This design comes from an exercise in tuning for a short achievable clock period and few clock cycles on the open sky130 flow, not from production work. In this exercise RTL edits were held to simulation tests only and were not proved equivalent to the original. Power figures rest on the tool's default switching activity, not on a simulated workload.

==> trial 40 <==
==> flow/design.v (excerpt) <==
module rv_core
#(
	parameter int              addr_bits = 30,
	parameter logic [31:0]     reset_pc  = '0
) (
	input  logic                 clock,
	input  logic                 rst,
	output logic [31:0]          pc_out,
	output logic                 inst_strobe,
	input  logic [31:0]          inst_in,
	input  logic                 inst_ack,
	output logic [addr_bits-1:0] addr,
	output logic [31:0]          data_out,
	output logic [3:0]           select,
	output logic                 write,
	output logic                 data_strobe,
	input  logic                 data_ack
);
==> flow/config.mk <==
export PLATFORM = sky130hd
export DESIGN_NAME = rv_core
export DESIGN_NICKNAME = rv_core
export VERILOG_FILES = /design/flow/design.v
export SDC_FILE = /design/flow/constraint.sdc
export NUM_CORES = 4
export LEC_CHECK = 0
export CAP_MARGIN = 20
export CORE_MARGIN = 2
export CORE_UTILIZATION = 40
export SLEW_MARGIN = 20
export SYNTH_HIERARCHICAL = 1
==> flow/constraint.sdc <==
create_clock -name core_clock -period 9.0 [get_ports {clock}]
set_input_delay 1.8000 -clock core_clock [delete_from_list [all_inputs] [get_ports {clock}]]
set_output_delay 1.8000 -clock core_clock [all_outputs]
set_load 0.01 [all_outputs]
standard.sh (not shown) runs the stock make flow with config.mk's settings and CLKGATE_MAP_FILE= SYNTH_SCRIPT=/design/flow/synth_recipe.tcl, a recipe that flattens the netlist after the stock synthesis.
==> flow/flow/run.sh <==
#!/bin/bash
set -euo pipefail
bash standard.sh SETUP_SLACK_MARGIN=6 finish > standard.log 2>&1
==> trial 55: changes against trial 40 <==
--- a/flow/design.v
+++ b/flow/design.v
@@ -80,20 +80,20 @@
 	logic [31:0] d_inst;
 	logic [31:0] d_pc;
 	logic        d_fix;       
 	logic        d_fpred;     
 	logic        fix_pending;  
 	logic [31:0] fix_target;
 	logic        x_valid;
 	logic [31:0] x_a, x_b, x_imm;
-	logic [4:0]  x_sh;           
+	logic [4:0]  x_shl, x_shr;   
 	logic [31:0] x_ca, x_cb;     
-	logic        x_sel_add, x_sel_sub, x_sel_slt, x_sel_sltu, x_sel_xor, x_sel_or, x_sel_and;
-	logic        x_sel_sll, x_sel_sr, x_arith;
+	logic        x_sel_add, x_sel_sub, x_sel_cmp, x_sel_logic, x_sel_sll, x_sel_sr;
+	logic        x_unsigned, x_xor, x_or, x_arith;
 	logic        x_writes;
 	logic [4:0]  x_rd;
 	logic        x_m_eq, x_m_ne, x_m_lt, x_m_ge, x_m_ltu, x_m_geu;
 	logic [31:0] x_alt_pc;
 	logic        x_pred;
 	logic        x_fbr;          
 	logic [3:0]  x_idx;
 	logic        x_store;
@@ -140,72 +140,57 @@
 	assign d_val_1 = (w_valid && w_rd == d_rs1) ? w_value : rf_1;
 	assign d_val_2 = (w_valid && w_rd == d_rs2) ? w_value : rf_2;
 	assign d_fwd_1 = x_valid && x_writes && x_rd == d_rs1 && !d_lui && !d_jal;
 	assign d_fwd_2 = x_valid && x_writes && x_rd == d_rs2 && (d_alur || d_bop || d_st);
 	logic [31:0] sum, diff, shl, shr, result, st_addr;
 	logic        eq, lt, ltu, mispredict, d_hold, push;
 	assign sum  = x_a + x_b;
 	assign diff = x_a - x_b;
-	assign shl  = x_a << x_sh;
-	assign shr  = 32'($signed({x_arith && x_a[31], x_a}) >>> x_sh);
+	assign shl  = x_a << x_shl;
+	assign shr  = 32'($signed({x_arith && x_a[31], x_a}) >>> x_shr);
 	assign eq  = x_ca == x_cb;
 	assign lt  = $signed(x_ca) < $signed(x_cb);
 	assign ltu = x_ca < x_cb;
-	assign result = ({32{x_sel_add}}  & sum)
-		| ({32{x_sel_sub}}  & diff)
-		| ({32{x_sel_slt}}  & {31'd0, $signed(x_a) < $signed(x_b)})
-		| ({32{x_sel_sltu}} & {31'd0, x_a < x_b})
-		| ({32{x_sel_xor}}  & (x_a ^ x_b))
-		| ({32{x_sel_or}}   & (x_a | x_b))
-		| ({32{x_sel_and}}  & (x_a & x_b))
-		| ({32{x_sel_sll}}  & shl)
-		| ({32{x_sel_sr}}   & shr);
+	logic [31:0] logic_out;
+	logic        less;
+	assign logic_out = x_xor ? x_a ^ x_b : (x_or ? x_a | x_b : x_a & x_b);
+	assign less = x_unsigned ? x_a < x_b : $signed(x_a) < $signed(x_b);
+	assign result = ({32{x_sel_add}}   & sum)
+		| ({32{x_sel_sub}}   & diff)
+		| ({32{x_sel_cmp}}   & {31'd0, less})
+		| ({32{x_sel_logic}} & logic_out)
+		| ({32{x_sel_sll}}   & shl)
+		| ({32{x_sel_sr}}    & shr);
 	assign mispredict = x_valid && ((x_m_eq && eq) || (x_m_ne && !eq) || (x_m_lt && lt)
 		|| (x_m_ge && !lt) || (x_m_ltu && ltu) || (x_m_geu && !ltu));
 	assign st_addr = x_ca + x_imm;
 	logic redirect_d;
 	logic [31:0] pc_next;
 	logic        f_fix;
 	assign redirect_d = d_valid && d_fix;
-	logic        f_sel_j, f_sel_b, f_sel_seq;
-	logic [12:0] f_lo_j, f_lo_b;
-	logic [31:0] pc_seq, pc_base;
+	logic [31:0] f_next, pc_base;
+	assign pc_base = fix_pending ? fix_target : pc;
 	logic [15:0] bht;
 	logic        u_valid, u_taken, f_pred;
 	logic [3:0]  u_idx;
 	rv_fetch_pred fetch_pred_i (
-		.pc_lo(pc[12:0]), .inst(inst_in), .inst_ack,
-		.enable(!d_hold && !fix_pending), .hist(!rst_rf && bht[pc[5:2]]),
-		.sel_j(f_sel_j), .sel_b(f_sel_b), .sel_seq(f_sel_seq), .lo_j(f_lo_j), .lo_b(f_lo_b),
-		.pred(f_pred), .fix(f_fix)
+		.pc, .base(pc_base), .inst(inst_in), .inst_ack, .enable(!d_hold && !fix_pending),
+		.hist(!rst_rf && bht[pc[5:2]]), .next(f_next), .pred(f_pred), .fix(f_fix)
 	);
 	always_ff @(posedge clock) begin
 		u_valid <= x_valid && x_fbr;
 		u_idx <= x_idx;
 		u_taken <= x_pred ^ mispredict;
 		if (rst_rf)
 			bht <= 16'd0;
 		else if (u_valid)
 			bht[u_idx] <= u_taken;
 	end
-	assign pc_seq  = pc + 32'd4;
-	assign pc_base = fix_pending ? fix_target : pc;
-	always_comb begin
-		if (mispredict)
-			pc_next = x_alt_pc;
-		else if (f_sel_j)
-			pc_next = {pc[31:13], f_lo_j};
-		else if (f_sel_b)
-			pc_next = {pc[31:13], f_lo_b};
-		else if (f_sel_seq)
-			pc_next = pc_seq;
-		else
-			pc_next = pc_base;
-	end
+	assign pc_next = mispredict ? x_alt_pc : f_next;
 	always_ff @(posedge clock) begin
 		if (rst)
 			pc <= reset_pc;
 		else
 			pc <= pc_next;
 	end
 	always_ff @(posedge clock) begin
 		if (rst) begin
@@ -245,28 +230,36 @@
 			if (d_fwd_1 && (d_bop || d_st))
 				x_ca <= result;
 			else
 				x_ca <= d_val_1;
 			if (d_fwd_2 && (d_bop || d_st))
 				x_cb <= result;
 			else
 				x_cb <= d_val_2;
-			if (d_fwd_2 && d_alur)
-				x_sh <= result[4:0];
+			if (!(d_alu && d_f3 == 3'b001))
+				x_shl <= 5'd0;
+			else if (d_fwd_2 && d_alur)
+				x_shl <= result[4:0];
 			else
-				x_sh <= d_alui ? d_inst[24:20] : d_val_2[4:0];
+				x_shl <= d_alui ? d_inst[24:20] : d_val_2[4:0];
+			if (!(d_alu && d_f3 == 3'b101))
+				x_shr <= 5'd0;
+			else if (d_fwd_2 && d_alur)
+				x_shr <= result[4:0];
+			else
+				x_shr <= d_alui ? d_inst[24:20] : d_val_2[4:0];
 			x_imm <= imm_s;
 			x_sel_add  <= d_lui || d_jal || (d_alu && d_f3 == 3'b000 && !(d_alur && d_inst[30]));
 			x_sel_sub  <= d_alur && d_f3 == 3'b000 && d_inst[30];
-			x_sel_slt  <= d_alu && d_f3 == 3'b010;
-			x_sel_sltu <= d_alu && d_f3 == 3'b011;
-			x_sel_xor  <= d_alu && d_f3 == 3'b100;
-			x_sel_or   <= d_alu && d_f3 == 3'b110;
-			x_sel_and  <= d_alu && d_f3 == 3'b111;
+			x_sel_cmp   <= d_alu && d_f3[2:1] == 2'b01;
+			x_sel_logic <= d_alu && (d_f3 == 3'b100 || d_f3[2:1] == 2'b11);
+			x_unsigned  <= d_f3[0];
+			x_xor       <= d_f3 == 3'b100;
+			x_or        <= d_f3 == 3'b110;
 			x_sel_sll  <= d_alu && d_f3 == 3'b001;
 			x_sel_sr   <= d_alu && d_f3 == 3'b101;
 			x_arith    <= d_inst[30];
 			x_writes <= d_writes;
 			x_rd <= d_rd;
 			x_m_eq  <= d_br && d_f3 == (d_pred ? 3'b001 : 3'b000);
 			x_m_ne  <= d_br && d_f3 == (d_pred ? 3'b000 : 3'b001);
 			x_m_lt  <= d_br && d_f3 == (d_pred ? 3'b101 : 3'b100);
@@ -335,46 +328,63 @@
 		end
 	end
 	assign pc_out = pc;
 	assign inst_strobe = 1'b1;
 	assign select = 4'b1111;
 	assign write = data_strobe;
 endmodule
 module rv_fetch_pred (
-	input  logic [12:0] pc_lo,
+	input  logic [31:0] pc,
+	input  logic [31:0] base,
 	input  logic [31:0] inst,
 	input  logic        inst_ack,
 	input  logic        enable,
 	input  logic        hist,
-	output logic        sel_j,
-	output logic        sel_b,
-	output logic        sel_seq,
-	output logic [12:0] lo_j,
-	output logic [12:0] lo_b,
+	output logic [31:0] next,
 	output logic        pred,
 	output logic        fix
 );
 	logic        jal, bpred, carry_b, carry_j, hi_zero_j, hi_ones_j, fix_b, fix_j;
-	logic [12:0] imm_b, imm_j;
+	logic        no_pred, advance;
+	logic [12:0] imm_b, imm_j, lo_j, lo_b;
+	logic [31:0] seq;
+	assign seq     = pc + 32'd4;
+	assign no_pred = pc[12:2] == 11'h7ff;
+	assign advance = enable && inst_ack;
 	assign jal   = inst[6:2] == 5'b11011;
 	assign bpred = inst[6:2] == 5'b11000 && inst[14:13] != 2'b01 && (inst[31] || hist);
 	assign pred  = jal || bpred;
-	assign sel_j   = enable && inst_ack && jal;
-	assign sel_b   = enable && inst_ack && bpred;
-	assign sel_seq = enable && inst_ack && !jal && !bpred;
 	assign imm_j = {inst[12], inst[20], inst[30:21], 1'b0};
 	assign imm_b = {inst[31], inst[7], inst[30:25], inst[11:8], 1'b0};
-	assign {carry_j, lo_j} = {1'b0, pc_lo} + {1'b0, imm_j};
-	assign {carry_b, lo_b} = {1'b0, pc_lo} + {1'b0, imm_b};
+	assign {carry_j, lo_j} = {1'b0, pc[12:0]} + {1'b0, imm_j};
+	assign {carry_b, lo_b} = {1'b0, pc[12:0]} + {1'b0, imm_b};
+	always_comb begin
+		if (!advance)
+			next[12:0] = base[12:0];
+		else if (no_pred)
+			next[12:0] = seq[12:0];
+		else if (jal)
+			next[12:0] = lo_j;
+		else if (bpred)
+			next[12:0] = lo_b;
+		else
+			next[12:0] = seq[12:0];
+		if (!advance)
+			next[31:13] = base[31:13];
+		else if (no_pred)
+			next[31:13] = seq[31:13];
+		else
+			next[31:13] = pc[31:13];
+	end
 	assign hi_zero_j = !inst[31] && inst[19:13] == 7'd0;
 	assign hi_ones_j = inst[31] && inst[19:13] == 7'h7f;
 	assign fix_b = inst[31] ? !carry_b : carry_b;
 	assign fix_j = !((hi_zero_j && !carry_j) || (hi_ones_j && carry_j));
-	assign fix = jal ? fix_j : (bpred && fix_b);
+	assign fix = jal ? (no_pred || fix_j) : (bpred && (no_pred || fix_b));
 endmodule
 module rv_sq_ctrl (
 	input  logic       push,
 	input  logic       data_strobe,
 	input  logic       data_ack,
 	input  logic       empty,
 	input  logic [2:0] count,
 	output logic       out_free,
- CORE_UTILIZATION: 40 -> 55
- PLACE_DENSITY: unset -> 0.7
==> trial 42: changes against trial 40 <==
--- a/flow/design.v
+++ b/flow/design.v
@@ -80,20 +80,20 @@
 	logic [31:0] d_inst;
 	logic [31:0] d_pc;
 	logic        d_fix;       
 	logic        d_fpred;     
 	logic        fix_pending;  
 	logic [31:0] fix_target;
 	logic        x_valid;
 	logic [31:0] x_a, x_b, x_imm;
-	logic [4:0]  x_sh;           
+	logic [4:0]  x_shl, x_shr;   
 	logic [31:0] x_ca, x_cb;     
-	logic        x_sel_add, x_sel_sub, x_sel_slt, x_sel_sltu, x_sel_xor, x_sel_or, x_sel_and;
-	logic        x_sel_sll, x_sel_sr, x_arith;
+	logic        x_sel_add, x_sel_sub, x_sel_cmp, x_sel_logic, x_sel_sll, x_sel_sr;
+	logic        x_unsigned, x_xor, x_or, x_arith;
 	logic        x_writes;
 	logic [4:0]  x_rd;
 	logic        x_m_eq, x_m_ne, x_m_lt, x_m_ge, x_m_ltu, x_m_geu;
 	logic [31:0] x_alt_pc;
 	logic        x_pred;
 	logic        x_fbr;          
 	logic [3:0]  x_idx;
 	logic        x_store;
@@ -140,72 +140,57 @@
 	assign d_val_1 = (w_valid && w_rd == d_rs1) ? w_value : rf_1;
 	assign d_val_2 = (w_valid && w_rd == d_rs2) ? w_value : rf_2;
 	assign d_fwd_1 = x_valid && x_writes && x_rd == d_rs1 && !d_lui && !d_jal;
 	assign d_fwd_2 = x_valid && x_writes && x_rd == d_rs2 && (d_alur || d_bop || d_st);
 	logic [31:0] sum, diff, shl, shr, result, st_addr;
 	logic        eq, lt, ltu, mispredict, d_hold, push;
 	assign sum  = x_a + x_b;
 	assign diff = x_a - x_b;
-	assign shl  = x_a << x_sh;
-	assign shr  = 32'($signed({x_arith && x_a[31], x_a}) >>> x_sh);
+	assign shl  = x_a << x_shl;
+	assign shr  = 32'($signed({x_arith && x_a[31], x_a}) >>> x_shr);
 	assign eq  = x_ca == x_cb;
 	assign lt  = $signed(x_ca) < $signed(x_cb);
 	assign ltu = x_ca < x_cb;
-	assign result = ({32{x_sel_add}}  & sum)
-		| ({32{x_sel_sub}}  & diff)
-		| ({32{x_sel_slt}}  & {31'd0, $signed(x_a) < $signed(x_b)})
-		| ({32{x_sel_sltu}} & {31'd0, x_a < x_b})
-		| ({32{x_sel_xor}}  & (x_a ^ x_b))
-		| ({32{x_sel_or}}   & (x_a | x_b))
-		| ({32{x_sel_and}}  & (x_a & x_b))
-		| ({32{x_sel_sll}}  & shl)
-		| ({32{x_sel_sr}}   & shr);
+	logic [31:0] logic_out;
+	logic        less;
+	assign logic_out = x_xor ? x_a ^ x_b : (x_or ? x_a | x_b : x_a & x_b);
+	assign less = x_unsigned ? x_a < x_b : $signed(x_a) < $signed(x_b);
+	assign result = ({32{x_sel_add}}   & sum)
+		| ({32{x_sel_sub}}   & diff)
+		| ({32{x_sel_cmp}}   & {31'd0, less})
+		| ({32{x_sel_logic}} & logic_out)
+		| ({32{x_sel_sll}}   & shl)
+		| ({32{x_sel_sr}}    & shr);
 	assign mispredict = x_valid && ((x_m_eq && eq) || (x_m_ne && !eq) || (x_m_lt && lt)
 		|| (x_m_ge && !lt) || (x_m_ltu && ltu) || (x_m_geu && !ltu));
 	assign st_addr = x_ca + x_imm;
 	logic redirect_d;
 	logic [31:0] pc_next;
 	logic        f_fix;
 	assign redirect_d = d_valid && d_fix;
-	logic        f_sel_j, f_sel_b, f_sel_seq;
-	logic [12:0] f_lo_j, f_lo_b;
-	logic [31:0] pc_seq, pc_base;
+	logic [31:0] f_next, pc_base;
+	assign pc_base = fix_pending ? fix_target : pc;
 	logic [15:0] bht;
 	logic        u_valid, u_taken, f_pred;
 	logic [3:0]  u_idx;
 	rv_fetch_pred fetch_pred_i (
-		.pc_lo(pc[12:0]), .inst(inst_in), .inst_ack,
-		.enable(!d_hold && !fix_pending), .hist(!rst_rf && bht[pc[5:2]]),
-		.sel_j(f_sel_j), .sel_b(f_sel_b), .sel_seq(f_sel_seq), .lo_j(f_lo_j), .lo_b(f_lo_b),
-		.pred(f_pred), .fix(f_fix)
+		.pc, .base(pc_base), .inst(inst_in), .inst_ack, .enable(!d_hold && !fix_pending),
+		.hist(!rst_rf && bht[pc[5:2]]), .next(f_next), .pred(f_pred), .fix(f_fix)
 	);
 	always_ff @(posedge clock) begin
 		u_valid <= x_valid && x_fbr;
 		u_idx <= x_idx;
 		u_taken <= x_pred ^ mispredict;
 		if (rst_rf)
 			bht <= 16'd0;
 		else if (u_valid)
 			bht[u_idx] <= u_taken;
 	end
-	assign pc_seq  = pc + 32'd4;
-	assign pc_base = fix_pending ? fix_target : pc;
-	always_comb begin
-		if (mispredict)
-			pc_next = x_alt_pc;
-		else if (f_sel_j)
-			pc_next = {pc[31:13], f_lo_j};
-		else if (f_sel_b)
-			pc_next = {pc[31:13], f_lo_b};
-		else if (f_sel_seq)
-			pc_next = pc_seq;
-		else
-			pc_next = pc_base;
-	end
+	assign pc_next = mispredict ? x_alt_pc : f_next;
 	always_ff @(posedge clock) begin
 		if (rst)
 			pc <= reset_pc;
 		else
 			pc <= pc_next;
 	end
 	always_ff @(posedge clock) begin
 		if (rst) begin
@@ -245,28 +230,36 @@
 			if (d_fwd_1 && (d_bop || d_st))
 				x_ca <= result;
 			else
 				x_ca <= d_val_1;
 			if (d_fwd_2 && (d_bop || d_st))
 				x_cb <= result;
 			else
 				x_cb <= d_val_2;
-			if (d_fwd_2 && d_alur)
-				x_sh <= result[4:0];
+			if (!(d_alu && d_f3 == 3'b001))
+				x_shl <= 5'd0;
+			else if (d_fwd_2 && d_alur)
+				x_shl <= result[4:0];
 			else
-				x_sh <= d_alui ? d_inst[24:20] : d_val_2[4:0];
+				x_shl <= d_alui ? d_inst[24:20] : d_val_2[4:0];
+			if (!(d_alu && d_f3 == 3'b101))
+				x_shr <= 5'd0;
+			else if (d_fwd_2 && d_alur)
+				x_shr <= result[4:0];
+			else
+				x_shr <= d_alui ? d_inst[24:20] : d_val_2[4:0];
 			x_imm <= imm_s;
 			x_sel_add  <= d_lui || d_jal || (d_alu && d_f3 == 3'b000 && !(d_alur && d_inst[30]));
 			x_sel_sub  <= d_alur && d_f3 == 3'b000 && d_inst[30];
-			x_sel_slt  <= d_alu && d_f3 == 3'b010;
-			x_sel_sltu <= d_alu && d_f3 == 3'b011;
-			x_sel_xor  <= d_alu && d_f3 == 3'b100;
-			x_sel_or   <= d_alu && d_f3 == 3'b110;
-			x_sel_and  <= d_alu && d_f3 == 3'b111;
+			x_sel_cmp   <= d_alu && d_f3[2:1] == 2'b01;
+			x_sel_logic <= d_alu && (d_f3 == 3'b100 || d_f3[2:1] == 2'b11);
+			x_unsigned  <= d_f3[0];
+			x_xor       <= d_f3 == 3'b100;
+			x_or        <= d_f3 == 3'b110;
 			x_sel_sll  <= d_alu && d_f3 == 3'b001;
 			x_sel_sr   <= d_alu && d_f3 == 3'b101;
 			x_arith    <= d_inst[30];
 			x_writes <= d_writes;
 			x_rd <= d_rd;
 			x_m_eq  <= d_br && d_f3 == (d_pred ? 3'b001 : 3'b000);
 			x_m_ne  <= d_br && d_f3 == (d_pred ? 3'b000 : 3'b001);
 			x_m_lt  <= d_br && d_f3 == (d_pred ? 3'b101 : 3'b100);
@@ -335,46 +328,63 @@
 		end
 	end
 	assign pc_out = pc;
 	assign inst_strobe = 1'b1;
 	assign select = 4'b1111;
 	assign write = data_strobe;
 endmodule
 module rv_fetch_pred (
-	input  logic [12:0] pc_lo,
+	input  logic [31:0] pc,
+	input  logic [31:0] base,
 	input  logic [31:0] inst,
 	input  logic        inst_ack,
 	input  logic        enable,
 	input  logic        hist,
-	output logic        sel_j,
-	output logic        sel_b,
-	output logic        sel_seq,
-	output logic [12:0] lo_j,
-	output logic [12:0] lo_b,
+	output logic [31:0] next,
 	output logic        pred,
 	output logic        fix
 );
 	logic        jal, bpred, carry_b, carry_j, hi_zero_j, hi_ones_j, fix_b, fix_j;
-	logic [12:0] imm_b, imm_j;
+	logic        no_pred, advance;
+	logic [12:0] imm_b, imm_j, lo_j, lo_b;
+	logic [31:0] seq;
+	assign seq     = pc + 32'd4;
+	assign no_pred = pc[12:2] == 11'h7ff;
+	assign advance = enable && inst_ack;
 	assign jal   = inst[6:2] == 5'b11011;
 	assign bpred = inst[6:2] == 5'b11000 && inst[14:13] != 2'b01 && (inst[31] || hist);
 	assign pred  = jal || bpred;
-	assign sel_j   = enable && inst_ack && jal;
-	assign sel_b   = enable && inst_ack && bpred;
-	assign sel_seq = enable && inst_ack && !jal && !bpred;
 	assign imm_j = {inst[12], inst[20], inst[30:21], 1'b0};
 	assign imm_b = {inst[31], inst[7], inst[30:25], inst[11:8], 1'b0};
-	assign {carry_j, lo_j} = {1'b0, pc_lo} + {1'b0, imm_j};
-	assign {carry_b, lo_b} = {1'b0, pc_lo} + {1'b0, imm_b};
+	assign {carry_j, lo_j} = {1'b0, pc[12:0]} + {1'b0, imm_j};
+	assign {carry_b, lo_b} = {1'b0, pc[12:0]} + {1'b0, imm_b};
+	always_comb begin
+		if (!advance)
+			next[12:0] = base[12:0];
+		else if (no_pred)
+			next[12:0] = seq[12:0];
+		else if (jal)
+			next[12:0] = lo_j;
+		else if (bpred)
+			next[12:0] = lo_b;
+		else
+			next[12:0] = seq[12:0];
+		if (!advance)
+			next[31:13] = base[31:13];
+		else if (no_pred)
+			next[31:13] = seq[31:13];
+		else
+			next[31:13] = pc[31:13];
+	end
 	assign hi_zero_j = !inst[31] && inst[19:13] == 7'd0;
 	assign hi_ones_j = inst[31] && inst[19:13] == 7'h7f;
 	assign fix_b = inst[31] ? !carry_b : carry_b;
 	assign fix_j = !((hi_zero_j && !carry_j) || (hi_ones_j && carry_j));
-	assign fix = jal ? fix_j : (bpred && fix_b);
+	assign fix = jal ? (no_pred || fix_j) : (bpred && (no_pred || fix_b));
 endmodule
 module rv_sq_ctrl (
 	input  logic       push,
 	input  logic       data_strobe,
 	input  logic       data_ack,
 	input  logic       empty,
 	input  logic [2:0] count,
 	output logic       out_free,
==> flow/flow/run.sh (replaced) <==
#!/bin/bash
set -euo pipefail
bash standard.sh SETUP_SLACK_MARGIN=7 finish > standard.log 2>&1
==> comparison <==
Trial 55 finished clean. Trial 40 completed with no timing, DRC or antenna violations. Trial 42 completed with no timing, DRC or antenna violations. In trial 55 the critical path depth is lower than in trial 42, by 1. The highest die area belongs to trial 42, the lowest to trial 55. Maximum frequency, highest first: trial 42, trial 55, trial 40. Against trial 55, the via count of trial 42 is higher by about 9%. Power: trial 55 < trial 42 < trial 40. Against trial 40, the register-to-register slack of trial 42 is better by 0.03 ns. Clock-buffer cell count: trial 40 is higher than trial 55 (4). Worst setup slack: trial 42 is higher than trial 55 (0.023 ns).
Testbench counts of trial 40, summed over its fixed seeds: cycles 39,830.
Testbench counts of trial 55, summed over its fixed seeds: cycles 39,830.
Testbench counts of trial 42, summed over its fixed seeds: cycles 39,830.

==> afterwards: timing with drivers on the ports <==
In the flow no input, the clock included, has a driving cell. The finished layouts below were timed again as built, in two steps.
Step 1: set_driving_cell puts a clkbuf_16 on clock and a buf_2 on each other input, an assumption about the parent block.
Step 2 adds t to the input delays and takes it off the output delays; t is the mean of the earliest and latest rising clock arrival at the registers after step 1. Input paths then give back, and output paths get back, about the clock's delay inside the block.
Three values: no drivers, after step 1, after step 2; two values: the first two.
| run | t, ns | setup slack, ns | hold slack, ns | latest minus earliest clock arrival (ns) | cell pins on the clock port's net |
|---|---|---|---|---|---|
| trial 40 | 0.963 | 5.479 / 5.461 / 4.695 | 0.328 / 0.328 / 0.328 | 0.057 / 0.057 | 1 |
| trial 55 | 0.951 | 5.485 / 5.485 / 4.960 | 0.335 / 0.335 / 0.335 | 0.056 / 0.056 | 1 |
| trial 42 | 0.952 | 5.508 / 5.508 / 4.819 | 0.329 / 0.329 / 0.329 | 0.068 / 0.068 | 1 |
After both steps every run listed still meets setup and hold. The setup slack of trial 40, which loses most, moves by -0.018 ns with the drivers and by -0.784 ns with both steps.
